Context: an optimization exercise on an open-source flow, tuned for small area, a short achievable clock period and few clock cycles. The choices shown serve that exercise and are no tape-out recipe. The RTL was checked by simulation tests, not by an equivalence proof against the original design. Power and IR drop assume default switching activity.

`flow/run.sh`:
```
#!/bin/bash
# synth_recipe.tcl (not shown) runs the flow's synth.tcl, then flattens the netlist and writes it again
# the make line also repeats each setting of config.mk as NAME=value (left out here)
make -C /OpenROAD-flow-scripts/flow DESIGN_CONFIG=/design/flow/config.mk WORK_HOME=/design/flow/orfs CLKGATE_MAP_FILE= SYNTH_SCRIPT=/design/flow/synth_recipe.tcl finish
```
`flow/config.mk`:
```
export PLATFORM = sky130hd
export DESIGN_NAME = dvl_datagram_velocity_parser_top
export DESIGN_NICKNAME = dvl_datagram_velocity_parser_top
export VERILOG_FILES = /design/flow/design.v
export SDC_FILE = /design/flow/constraint.sdc
export NUM_CORES = 4
export LEC_CHECK = 0
export CAP_MARGIN = 20
export CORE_MARGIN = 2
export CORE_UTILIZATION = 40
export CTS_CLUSTER_DIAMETER = 80
export CTS_CLUSTER_SIZE = 30
export SETUP_SLACK_MARGIN = 2.2
export SLEW_MARGIN = 20
```
`flow/constraint.sdc`:
```
create_clock -name core_clock -period 4.5 [get_ports {clock}]
set_input_delay 0.9000 -clock core_clock [delete_from_list [all_inputs] [get_ports {clock}]]
set_output_delay 0.9000 -clock core_clock [all_outputs]
set_load 0.01 [all_outputs]
```
`flow/design.v`:
```
package dvl_pkg;
   localparam int DEFAULT_MAX_FRAMES = 4;
   localparam int HEADER_LEN = 6;
   localparam logic [7:0]  SYNC_BYTE_RST   = 8'h7f;
   localparam logic [7:0]  HEADER_BYTE_RST = 8'h7f;
   localparam logic [15:0] VEL_ID_RST      = 16'h0358;
   localparam logic [15:0] RANGE_ID_RST    = 16'h0458;
   localparam int CSR_IDX_W  = 3;
   localparam int CSR_DATA_W = 16;
   typedef enum logic [CSR_IDX_W-1:0] {
      CSR_SYNC_BYTE   = 3'd0,
      CSR_HEADER_BYTE = 3'd1,
      CSR_VEL_ID      = 3'd2,
      CSR_RANGE_ID    = 3'd3,
      CSR_COUNT_LO    = 3'd4,
      CSR_COUNT_HI    = 3'd5
   } csr_idx_type;
   typedef enum logic [3:0] {
      PH_SYNC    = 4'd0,
      PH_HEADER  = 4'd1,
      PH_SIZE_LO = 4'd2,
      PH_SIZE_HI = 4'd3,
      PH_SPARE   = 4'd4,
      PH_COUNT   = 4'd5,
      PH_OFFSETS = 4'd6,
      PH_WAIT    = 4'd7,
      PH_ID_LO   = 4'd8,
      PH_VEL_SB  = 4'd9,
      PH_VEL_FW  = 4'd10,
      PH_VEL_UP  = 4'd11,
      PH_RANGE   = 4'd12
   } phase_type;
   typedef struct packed {
      logic [7:0]  sync_byte;
      logic [7:0]  header_byte;
      logic [15:0] vel_id;
      logic [15:0] range_id;
   } cfg_type;
   typedef struct packed {
      logic signed [31:0] vel_starboard;
      logic signed [31:0] vel_forward;
      logic signed [31:0] vel_upward;
      logic signed [31:0] bottom_range;
      logic [31:0]        update_count;
   } result_type;
endpackage
module dvl_datagram_velocity_parser_top #(
   parameter int MAX_FRAMES = dvl_pkg::DEFAULT_MAX_FRAMES
) (
   input  logic                              clock,
   input  logic                              reset,
   input  logic                              req_valid,
   output logic                              req_stall,
   input  logic [7:0]                        req_rx_byte,
   output logic                              rsp_valid,
   input  logic                              rsp_stall,
   output logic signed [31:0]                rsp_vel_starboard,
   output logic signed [31:0]                rsp_vel_forward,
   output logic signed [31:0]                rsp_vel_upward,
   output logic signed [31:0]                rsp_bottom_range,
   output logic [31:0]                       rsp_update_count,
   input  logic                              csr_wr_en,
   input  logic [dvl_pkg::CSR_IDX_W-1:0]     csr_index,
   input  logic [dvl_pkg::CSR_DATA_W-1:0]    csr_wdata
);
   localparam int S_SYNC = 0;    
   localparam int S_HEAD = 1;    
   localparam int S_OFF  = 2;    
   localparam int S_WAIT = 3;    
   localparam int S_IDLO = 4;    
   localparam int S_VEL  = 5;    
   localparam int S_RNG  = 6;    
   logic [6:0]  ph;
   logic [15:0] pos;             
   logic [3:0]  sel;             
   logic        hit;             
   logic [7:0]  pb;              
   logic [3:0]  lastsel;         
   logic        done;            
   logic [3:0]  vcnt;            
   logic [7:0]  off_lo [4];      
   logic [7:0]  off_hi [4];
   logic [7:0]  vel_b [12];      
   logic [7:0]  rng_b [4];       
   logic [31:0] cnt_live;        
   logic [31:0] cnt_out;         
   logic        out_v;
   logic        stall;
   logic [7:0]  cfg_sync, cfg_hdr;
   logic [15:0] cfg_vel, cfg_rng;
   logic [7:0]  b;
   logic        acc, take, fin, out_v_n;
   logic        hit_n, fwd, is_vel, is_rng, off_last, cnt_bad, tbl_hi;
   logic [6:0]  ph_n, ph_next;
   logic [31:0] cnt_inc, cnt_n;
   logic [7:0]  b_rst, b_m1, b_hi_m1;
   logic [7:0]  cur_lo, cur_hi;
   logic [3:0]  tbl_slot;
   assign b         = req_rx_byte;
   assign req_stall = stall;
   assign acc       = req_valid & ~stall;
   assign take      = out_v & ~rsp_stall;
   assign fin       = acc & ph[S_RNG] & (vcnt[1:0] == 2'd3);
   always_ff @(posedge clock) begin
      if (reset) begin
         cfg_sync <= dvl_pkg::SYNC_BYTE_RST;
         cfg_hdr  <= dvl_pkg::HEADER_BYTE_RST;
         cfg_vel  <= dvl_pkg::VEL_ID_RST;
         cfg_rng  <= dvl_pkg::RANGE_ID_RST;
      end else if (csr_wr_en) begin
         case (csr_index)
            3'd0: cfg_sync <= csr_wdata[7:0];
            3'd1: cfg_hdr  <= csr_wdata[7:0];
            3'd2: cfg_vel  <= csr_wdata;
            3'd3: cfg_rng  <= csr_wdata;
            default: ;
         endcase
      end
   end
   always_comb begin
      cur_lo = '0;
      cur_hi = '0;
      for (int s = 0; s < 4; s++) begin
         cur_lo = cur_lo | (off_lo[s] & {8{sel[s]}});
         cur_hi = cur_hi | (off_hi[s] & {8{sel[s]}});
      end
   end
   always_comb begin
      for (int s = 0; s < 4; s++) tbl_slot[s] = (pos[3:1] == 3'(s + 3));
   end
   assign tbl_hi = pos[0];
   assign is_vel   = ({pb, b} == cfg_vel);
   assign is_rng   = ({pb, b} == cfg_rng);
   assign fwd      = ph[S_OFF] & tbl_hi & tbl_slot[0];
   assign b_m1     = b - 8'd1;
   assign b_hi_m1  = (pb == 8'd0) ? b_m1 : b;
   assign hit_n    = fwd ? (cur_lo == 8'd7 && b == 8'd0)
                         : (pos == {cur_hi, cur_lo});
   assign off_last = tbl_hi & |(tbl_slot & lastsel);
   assign cnt_bad  = (b == 8'd0) || (b > 8'(MAX_FRAMES));
   always_comb begin
      ph_n = '0;
      case (1'b1)
         ph[S_SYNC]: if (b == cfg_sync) ph_n[S_HEAD] = 1'b1; else ph_n[S_SYNC] = 1'b1;
         ph[S_HEAD]: begin
            if ((pos[2:0] == 3'd1 && b != cfg_hdr) || (pos[2:0] == 3'd5 && cnt_bad))
               ph_n[S_SYNC] = 1'b1;
            else if (pos[2:0] == 3'd5)
               ph_n[S_OFF] = 1'b1;
            else
               ph_n[S_HEAD] = 1'b1;
         end
         ph[S_OFF]:  if (off_last) ph_n[S_WAIT] = 1'b1; else ph_n[S_OFF] = 1'b1;
         ph[S_WAIT]: begin
            if (done)     ph_n[S_SYNC] = 1'b1;
            else if (hit) ph_n[S_IDLO] = 1'b1;
            else          ph_n[S_WAIT] = 1'b1;
         end
         ph[S_IDLO]: begin
            if (is_vel)      ph_n[S_VEL]  = 1'b1;
            else if (is_rng) ph_n[S_RNG]  = 1'b1;
            else             ph_n[S_WAIT] = 1'b1;
         end
         ph[S_VEL]:  if (vcnt == 4'd11) ph_n[S_WAIT] = 1'b1; else ph_n[S_VEL] = 1'b1;
         ph[S_RNG]:  if (vcnt[1:0] == 2'd3) ph_n[S_SYNC] = 1'b1; else ph_n[S_RNG] = 1'b1;
         default:    ph_n[S_SYNC] = 1'b1;
      endcase
   end
   assign ph_next = acc ? ph_n : ph;
   always_ff @(posedge clock) begin
      if (reset) ph <= 7'(1 << S_SYNC);
      else       ph <= ph_next;
   end
   always_ff @(posedge clock) begin
      if (acc) begin
         pos <= ph[S_SYNC] ? 16'd1 : pos + 16'd1;
         if (ph[S_HEAD]) begin
            sel     <= 4'b0001;
            done    <= 1'b0;
            for (int s = 0; s < 4; s++) lastsel[s] <= (b[2:0] == 3'(s + 1));
         end
         if (ph[S_WAIT] && !done && hit) begin
            sel  <= {sel[2:0], sel[3]};
            done <= |(sel & lastsel);
         end
         hit <= hit_n;
         pb  <= b;
         vcnt <= ph[S_IDLO] ? 4'd0 : vcnt + 4'd1;
      end
   end
   always_ff @(posedge clock) begin
      for (int s = 0; s < 4; s++) begin
         if (acc && ph[S_OFF] && tbl_slot[s] && !tbl_hi)
            off_lo[s] <= b_m1;
         if (acc && ph[S_OFF] && tbl_slot[s] && tbl_hi)
            off_hi[s] <= b_hi_m1;
      end
   end
   assign b_rst = b & {8{~reset}};
   always_ff @(posedge clock) begin
      for (int k = 0; k < 12; k++) begin
         if (reset || (acc && ph[S_VEL] && vcnt == 4'(k))) vel_b[k] <= b_rst;
      end
      for (int k = 0; k < 4; k++) begin
         if (acc && ph[S_RNG] && vcnt[1:0] == 2'(k)) rng_b[k] <= b;
      end
   end
   assign cnt_inc = cnt_live + 32'd1;
   always_comb begin
      cnt_n = fin ? cnt_inc : cnt_live;
      if (csr_wr_en && csr_index == 3'd4) cnt_n[15:0]  = csr_wdata;
      if (csr_wr_en && csr_index == 3'd5) cnt_n[31:16] = csr_wdata;
   end
   always_ff @(posedge clock) begin
      if (reset) cnt_live <= '0;
      else       cnt_live <= cnt_n;
      if (fin) cnt_out <= cnt_inc;
   end
   assign out_v_n = fin | (out_v & ~take);
   always_ff @(posedge clock) begin
      if (reset) begin
         out_v <= 1'b0;
         stall <= 1'b0;
      end else begin
         out_v <= out_v_n;
         stall <= out_v_n & (ph_next[S_VEL] | ph_next[S_RNG]);
      end
   end
   assign rsp_valid         = out_v;
   assign rsp_vel_starboard = {vel_b[3], vel_b[2], vel_b[1], vel_b[0]};
   assign rsp_vel_forward   = {vel_b[7], vel_b[6], vel_b[5], vel_b[4]};
   assign rsp_vel_upward    = {vel_b[11], vel_b[10], vel_b[9], vel_b[8]};
   assign rsp_bottom_range  = {rng_b[3], rng_b[2], rng_b[1], rng_b[0]};
   assign rsp_update_count  = cnt_out;
endmodule
```
==> impl_results.md <==
- Post-synth EDFFs: about 260
- Drt pass-1 iters: 5
- Share of post-route cells with drive strength above 1: 0.114
- Final Skew: 0.0255 ns
- Critical Path Start: req_valid
- Post-synthesis compound-gate area fraction: 0.0747
- CTS H-tree lvls: 1
- Hold Path Class: reg -> reg
- Cell Area, Synth: between 10000 and 15000 µm²
- Synthesis-stage register bit count: roughly 350
- FF-to-FF setup slack: 2.31 ns
- Die Ht: 195 µm
- End of the critical path: cnt_live[22]
- Synth Area in XOR/XNOR: 0.0892
- Worst Setup Start Kind: input port
- VDD IR max: ~0.26 mV
- Worst r2r path cells: 6
- First-pass GRT wire length: 56.5 mm
- Routed via count: roughly 9500
- Vias per cell: roughly 5.2
- Placer Congestion: ~0.8
- Slew headroom: 0.382
- Post-synthesis adder-cell area fraction: 0.0103
- Final Power: 6.02 mW
- R2R Path End: stall
- List of most frequent post-synthesis cells: edfxtp_1 (262), nand2_1 (116), dfxtp_1 (89)
- Tmin final: 2.22 ns
- Row cnt: a little under 70
- # hold bufs at CTS: 0
- DR DRC count: 0
- Mapped Cells: 1132
- PD cells: 337 nW/µm²
- Clk Latency, worst-skew pair: 0.53 ns
- Leakage power: 6.56 nW
- Die ar.: 37900 µm²
- Syn. warnings: 5
- Fin. Hold Viols: 0
- Crit path kind: in -> reg
- Status: timing/DRC/antenna clean
- Share of Yosys cell area claimed by the top area cell type: 0.541
- RSZ-0062 raised after global routing: no
- Synth Area in Simple Gates: 0.137
- Worst Tran Pin Value: 0.925 ns
- Netlist cell types: 62
- Synth async-reset ratio: 0
- DP HPWL: about 25 mm
- Tightest hold margin: 0.476 ns
- Antenna-violating nets left: 0
- Pin count of the biggest net entering global routing: 84
- # IOs: 194
- Crit end category: flop
- Worst path required time: 4.92 ns
- Worst r2r src: pb[7]
- Setup-failing EPs final: 0
- Synth top area cells: edfxtp_1 (54%), dfxtp_1 (12%), xnor2_1 (4.6%)
- Total gr overflow: 0
- # clock sinks: 351
- Post-synthesis mux area share: 0.00207
- Fin crit share: 0.494
- Sequential fraction of the synthesis area: 0.664
- Antenna Cells: 0
- Filler cell count: 3178
- Max Slew Vio Count: 0
- Mapped Nets: 1176
- Antenna violations before repair: 0
- Clk root buf: clkbuf_16
- # nets final: 1388
- Prevailing post-synth register cell: edfxtp_1
- Yosys top cell by area: edfxtp_1
- Most common cell in the netlist: edfxtp_1
- Clock Pin Slew Worst Setup and Hold Paths: 0.10 ns
- Largest family of logic cells by synthesized area: simple AND/OR/NAND/NOR gates
- Final wirelength: 37.0 mm
- Core box area: 35700 µm²
- Number of global-route vias before repair: around 9400
- Initial Util: 0.408
- Routed len/inst: 20.4 µm
- Layout area overhead: 22.9%
- Crit path DAT: between 2 and 3 ns
- Critical path fanouts, max: 8
- Drt initial violations: 549
- Fmax: 450 MHz
- Max-cap check violation count: 0
- TritonCTS clock tree: built
- Gr usage total: 0.192
- Die width: about 190 µm
- TritonCTS buffer count: 18
- Max clock buf depth: 3
- Synth Area per Inst: 12.8 µm²
- Total negative slack: 0 ns
- IO Port Bufs: 193
[timing repair]
action | 4_1_cts | 5_1_grt
setup buffers | 32 | 4
setup endpoints to repair | 483 | 87
gates resized for setup | 196 | 35
pin swaps | 4 | 2
[sequential cells by signal (all words and copies together) (netlist names)]
name and count:
vcnt 4, out_v 1, hit 1, rng_b 32
done 1, pb 8, cnt_out 32, stall 1
ph 7, cfg_rng 16, sel 4, off_lo 32
cnt_live 32, off_hi 32, vel_b 96, lastsel 4
cfg_hdr 8, pos 16, cfg_sync 8, cfg_vel 16
[layout by cell type, fill, tap and decap left out, drive strengths merged, types with 13 or more instances in the layout]
cell / n
nand3: 37
a221oi: 13
clkbuf: 23
and3: 23
dlygate4sd2: 165
a211oi: 29
edfxtp: 262
clkdlybuf4s50: 21
nand4: 19
inv: 23
dfxtp: 89
nor2: 78
buf: 64
nor2b: 30
nand2: 117
a211o: 15
a21oi: 38
nor3: 16
xnor2: 77
nor4: 17
xor2: 71
a22o: 13
[worst max-delay path: stages]
cell	delay, ns
dlygate4sd2_1	0.22
nand2b_1	0.09
buf_6	0.14
inv_8	0.08
nand3_4	0.11
or4_4	0.51
or3_1	0.32
a311oi_1	0.28
[metrics by stage]
step	instances	util	worst slack (ns)	cell area, µm²
4_1_cts	1813	0.498	2.18	17800
6_report	1817	0.501	2.28	17900
3_5_place_dp	1749	0.477	1.07	17000
5_1_grt	1817	0.501	2.20	17900
3_3_place_gp	1749	0.477	1.14	17000
2_1_floorplan	1132	-	2.06	14700
[where the power goes]
| group | internal (mW) | switching [mW] | leakage, nW |
|---|---|---|---|
| Clock | 0.889 | 1.10 | 0.307 |
| Combinational | 0.163 | 0.240 | 3.01 |
| Sequential | 3.57 | 0.0609 | 3.24 |
[logic make-up (layout without fill, tap and decap cells)]
kind of cell               Yosys count  after routing
AOI/OAI and AO/OA                  152            152
xor gates and xnor gates           148            148
adders and majority gates           12             12
buffers and inverters               76            300
DFF                                351            351
muxes                                3              3
and+or+nand+nor                    390            390
[metal layers]
| metal | up-vias | global-route usage | part of all wire |
|---|---|---|---|
| met5 | - | 0 | 0 |
| met4 | 0 | 0.0359 | 0.016 |
| met3 | 35 | 0.0260 | 0.049 |
| met2 | 278 | 0.327 | 0.48 |
| met1 | 4679 | 0.263 | 0.45 |
| li1 | 4519 | - | - |
[worst min-delay path by stage]
stage,from,endpoint,cells after the start
after floorplan,cfg_rng[0],cfg_rng[0],2
after global placement,cfg_rng[11],cfg_rng[11],2
after detailed placement,cfg_rng[7],cfg_rng[7],2
after CTS,cfg_rng[7],cfg_rng[7],2
after global routing,cfg_vel[12],cfg_vel[12],2
final,cfg_rng[7],cfg_rng[7],2
[area by class of cell]
| class | count | area, µm² | area share |
|---|---|---|---|
| Clock buffer | 21 | 483 | 0.0270 |
| Clock inverter | 11 | 144 | 0.00806 |
| Inverter | 16 | 67.6 | 0.00378 |
| Multi-Input combinational cell | 705 | 4740 | 0.266 |
| Sequential cell | 351 | 9660 | 0.541 |
| Tap cell | 461 | 577 | 0.0323 |
| Timing Repair Buffer | 252 | 2180 | 0.122 |
Testbench counts, summed over its fixed seeds: cycles 48,753.

what the ideal ports hide:
In the flow no input, the clock included, has a driving cell. The finished layout below was timed again as built, in two steps. Step 1 sets driving cells, clkbuf_16 on the clock port and buf_2 on the other inputs (assumed; they add their load-dependent delay and slew). Step 2, shift: input delay + t, output delay - t, t = (earliest + latest rising clock arrival at the registers) / 2. This alone moves slack from input paths to output paths. a / b / c = ideal / step 1 / step 2; a / b = the first two.
t (ns): 0.569
setup WS [ns]: 2.276 / 2.266 / 1.697
worst setup path after step 2: input to register
worst data-port slew with drivers (ns): 0.06
pins driven straight from the clock port: 1
After both steps this run still meets setup and hold. The setup slack of this run moves by -0.010 ns with the drivers and by -0.579 ns with both steps.
